What follows belongs to an exercise in optimizing a design on an open flow for small area, a short achievable clock period and few clock cycles per item; a production flow would make more cautious choices.

==> job 7550 <==
Design line_follow_steer_pd_core, start of the top module:
module line_follow_steer_pd_core (
  input  logic                              clk,
  input  logic                              rst_n,
  input  logic                              in_valid,
  output logic                              in_ready,
  input  logic [lfs_pkg::PIX_W-1:0]         in_width_near,
  input  logic [lfs_pkg::PIX_W-1:0]         in_width_below,
  input  logic [lfs_pkg::PIX_W-1:0]         in_left_edge_near,
  input  logic [lfs_pkg::PIX_W-1:0]         in_right_edge_near,
  input  logic [lfs_pkg::CQ_W-1:0]          in_centre_exit,
  input  logic [lfs_pkg::CQ_W-1:0]          in_centre_near,
  input  logic [lfs_pkg::CQ_W-1:0]          in_centre_entry,
  input  logic [lfs_pkg::CQ_W-1:0]          in_centre_turn,
  input  logic [lfs_pkg::TURN_W-1:0]        in_turn_row,
  output logic                              out_valid,
  input  logic                              out_ready,
  output logic [lfs_pkg::DUTY_W-1:0]        out_servo_duty,
  output logic [lfs_pkg::SPEED_W-1:0]       out_speed_target,
  output logic [lfs_pkg::COEFF_W-1:0]       out_diff_coeff,
  output logic [lfs_pkg::ROW_W-1:0]         out_marker_row,
  output logic [lfs_pkg::COL_W-1:0]         out_marker_col,
  output logic                              out_marker_valid,
  input  logic                              cfg_we,
  input  logic [lfs_pkg::CFG_IDX_W-1:0]     cfg_idx,
  input  logic [lfs_pkg::CFG_DATA_W-1:0]    cfg_data
);
  logic signed [lfs_pkg::GAIN5_W-1:0] kp5, kd5;
  logic [lfs_pkg::DUTY_W-1:0]         duty_min, duty_max, duty_mlh;
  ...
clock: 11.0 ns
lec_check: 0
cap_margin: 50
core_margin: 2
core_utilization: 40
slew_margin: 70
synth_hierarchical: 1
run.sh (not shown) runs the stock make flow with config.mk's settings and CLKGATE_MAP_FILE= SYNTH_SCRIPT=/design/flow/synth_recipe.tcl, a recipe that flattens the netlist after the stock synthesis.
==> job 6207 (differences from job 7550) <==
--- a/flow/design.v
+++ b/flow/design.v
@@ -904,13 +904,18 @@
   lfs_fa u_t240 (.a(t179), .b(t208), .c(t207), .s(t240), .co(t241));
   assign t242 = ~t209;
   assign p3 = {t209, t241, t239, t237, t235, t233, t231, t229, t227, t225, t223, t221, t219, t217, t215, t213, t211, t210, t1, t0} + {1'b1, t242, t240, t238, t236, t234, t232, t230, t228, t226, t224, t222, t220, t218, t216, t214, t212, t26, t13, 1'b0};
 endmodule
 module lfs_div5 (
   input  logic [14:0] x,
-  output logic [11:0] q
+  input  logic        sq,
+  input  logic        low,
+  input  logic        high,
+  input  logic [11:0] u_low,
+  input  logic [11:0] u_high,
+  output logic [11:0] u
 );
   logic d0, d1, d2, d3, d4, d5, d6, d7, d8, d9, d10, d11, d12, d13, d14, d15;
   logic d16, d17, d18, d19, d20, d21, d22, d23, d24, d25, d26, d27, d28, d29, d30, d31;
   logic d32, d33, d34, d35, d36, d37, d38, d39, d40, d41, d42, d43, d44, d45, d46, d47;
   logic d48, d49, d50, d51, d52, d53, d54, d55, d56, d57, d58, d59, d60, d61, d62, d63;
   logic d64, d65, d66, d67, d68, d69, d70, d71, d72, d73, d74, d75, d76, d77, d78, d79;
@@ -1031,13 +1036,13 @@
   lfs_fa u_d172 (.a(x[11]), .b(d127), .c(d126), .s(d172), .co(d173));
   lfs_fa u_d174 (.a(x[12]), .b(d129), .c(d128), .s(d174), .co(d175));
   assign d176 = ~x[14] ^ x[13];
   assign d177 = ~x[14] & x[13];
   logic [28:0] p;
   assign p = {d175, d173, d171, d169, d167, d165, d163, d161, d159, d157, d155, d153, d151, d149, d147, d145, d143, d141, d139, d137, d135, d133, d131, d130, ~x[4], ~x[3], ~x[2], ~x[1], 1'b1} + {d176, d174, d172, d170, d168, d166, d164, d162, d160, d158, d156, d154, d152, d150, d148, d146, d144, d142, d140, d138, d136, d134, d132, d86, x[1], x[0], 1'b0, 1'b0, ~x[0]};
-  assign q = p[28:17];
+  assign u = (low || high) ? (low ? u_low : u_high) : (p[28:17] ^ {12{sq}});
 endmodule
 module lfs_coef (
   input  logic [11:0] u,
   input  logic        s,
   output logic [10:0] coeff
 );
@@ -1220,23 +1225,23 @@
   assign in_ready  = !kv_r;
   assign out_valid = ov_r;
   typedef struct packed {
     logic [10:0] c;
     logic        e;      
     logic        x;      
-    logic [5:0]  tr;
+    logic [5:0]  trz;    
     logic        z;      
     logic [12:0] ct3;    
   } fr_t;
   fr_t         f_in, k_r, s1_r;
   logic [11:0] c_sum;
   always_comb begin
     c_sum   = {1'b0, in_centre_near} + 12'd1264;
     f_in.e  = (in_width_near >= 7'd78);
     f_in.x  = !f_in.e && (in_width_below >= 7'd60);
-    f_in.tr = in_turn_row;
+    f_in.trz  = (in_turn_row == 6'd59) ? 6'd0 : in_turn_row;
     f_in.z    = (in_turn_row == 6'd59);
     f_in.ct3  = {1'b0, in_centre_turn, 1'b0} + {2'b0, in_centre_turn};
     if (f_in.e)                           f_in.c = in_centre_entry;
     else if (f_in.x)                      f_in.c = in_centre_exit;
     else if (in_left_edge_near < 7'd2)    f_in.c = {1'b0, in_centre_near[10:1]};
     else if (in_right_edge_near > 7'd77)  f_in.c = c_sum[11:1];
@@ -1268,13 +1273,13 @@
     aerr1  = err1[11] ? 12'(-err1) : 12'(err1);
     {eh1, eo1, et1} = booth12(err1);
     {dh1, do1, dt1} = booth12(dif1);
   end
   logic [5:0]         s2_eh, s2_eo, s2_et, s2_dh, s2_do, s2_dt;
   lfs_p3 u_p3 (
-    .trz  (s1_r.z ? 6'd0 : s1_r.tr),
+    .trz  (s1_r.trz),
     .ct3  (s1_r.ct3),
     .p3   (p3_1)
   );
   logic [11:0]        s2_aerr;
   logic [19:0]        s2_p3;
   logic [5:0]         s2_tr;
@@ -1287,13 +1292,13 @@
       s2_et   <= et1;
       s2_dh   <= dh1;
       s2_do   <= do1;
       s2_dt   <= dt1;
       s2_aerr <= aerr1;
       s2_p3   <= p3_1;
-      s2_tr   <= s1_r.tr;
+      s2_tr   <= s1_r.z ? 6'd59 : s1_r.trz;
       s2_e    <= s1_r.e;
       s2_x    <= s1_r.x;
       s2_col  <= s1_r.c[10:4];
       s2_mval <= (s1_r.c[10:4] > 7'd1) && (s1_r.c[10:4] < 7'd78);
     end
   end
@@ -1356,22 +1361,24 @@
       s4_low  <= low3;
       s4_high <= high3;
       s4_sq   <= sq3;
       s4_side <= s3_side;
     end
   end
-  logic [11:0] q4;
-  lfs_div5 u_div5 (
-    .x (s4_x),
-    .q (q4)
-  );
   logic        s4;
   logic [11:0] u4;
   assign s4 = s4_low ? mlh_below : s4_high ? max_below : s4_sq;
-  assign u4 = s4_low ? (duty_mlh ^ {12{mlh_below}}) : s4_high ? (duty_max ^ {12{max_below}})
-                     : (q4 ^ {12{s4_sq}});
+  lfs_div5 u_div5 (
+    .x      (s4_x),
+    .sq     (s4_sq),
+    .low    (s4_low),
+    .high   (s4_high),
+    .u_low  (duty_mlh ^ {12{mlh_below}}),
+    .u_high (duty_max ^ {12{max_below}}),
+    .u      (u4)
+  );
   logic [11:0] s5_u;
   logic        s5_s;
   always_ff @(posedge clk) begin
     if (adv) begin
       s5_u    <= u4;
       s5_s    <= s4;
==> qor summary <==
| metric | job 7550 | job 6207 |
|---|---|---|
| Multi-input gate share of the layout cell area | 0.571 | 0.578 |
| Share of the yosys chip area belonging to registers | 0.309 | 0.306 |
| Die outline area | 101000 µm² | 102000 µm² |
| Largest net degree at the start of global routing | 63 | 69 |
| Filler cell count in the final layout | 9067 | 9116 |
| Wire length of the first global-routing pass | 153000 µm | 150000 µm |
| Outcome | timing/DRC/antenna clean | timing/DRC/antenna clean |
| Buffers excl. clock | 311 | 289 |
| Adder-cell share of the synthesized area | 0.308 | 0.305 |
| Cell count after synthesis | 3509 | 3583 |
| Mapped Area | 39500 µm² | 40000 µm² |
| Post-DR wirelength/cell | 19.1 µm | 18.6 µm |
| Endpoint of the lowest-slack register-to-register path | u_ctrl.s5_u[8]$_DFFE_PN_ | u_ctrl.s2_p3[17]$_DFFE_PN_ |
| Data buffer area share | 0.0575 | 0.0534 |
| Worst Path Required | 11.39 ns | 11.37 ns |
| Post-DP HPWL | 76200 µm | 75700 µm |
| Core ar. | 98100 µm² | 98700 µm² |
| Inverters | 236 | 238 |
| Placement-stage worst setup slack | 5.68 ns | 5.78 ns |
| Final critical delay including setup and external delays | 5.08 ns | 4.69 ns |
| Proportion of synthesized area in mux cells | 0.00896 | 0.00773 |
| Setup ws final | 5.92 ns | 6.31 ns |
Function was not checked in any run of this note: the RTL went through the layout flow alone.

==> separate check: timing with driven ports <==
The results above use ideal ports. As a check the final layouts listed here were re-extracted and re-timed, cells and wires unchanged.
Step 1 sets driving cells, clkbuf_16 on the clock port and buf_2 on the other inputs (assumed; they add their load-dependent delay and slew).
Step 2, shift: input delay + t, output delay - t, t = (earliest + latest rising clock arrival at the registers) / 2. This alone moves slack from input paths to output paths.
a / b / c = ideal ports / drivers / drivers and shift; a / b = the first two.
run	t (ns)	slack for setup (ns)	hold WS [ns]	worst register clock-pin slew, ns	pins driven straight from the clock port
job 7550	0.699	5.917 / 5.917 / 5.693	0.403 / 0.403 / 0.403	0.07 / 0.07	1
job 6207	0.680	6.313 / 6.313 / 5.807	0.416 / 0.416 / 0.416	0.07 / 0.07	1
After both steps setup and hold are still met in every run listed. The setup slack of job 6207, which loses most, moves by 0.000 ns with the drivers and by -0.506 ns with both steps.
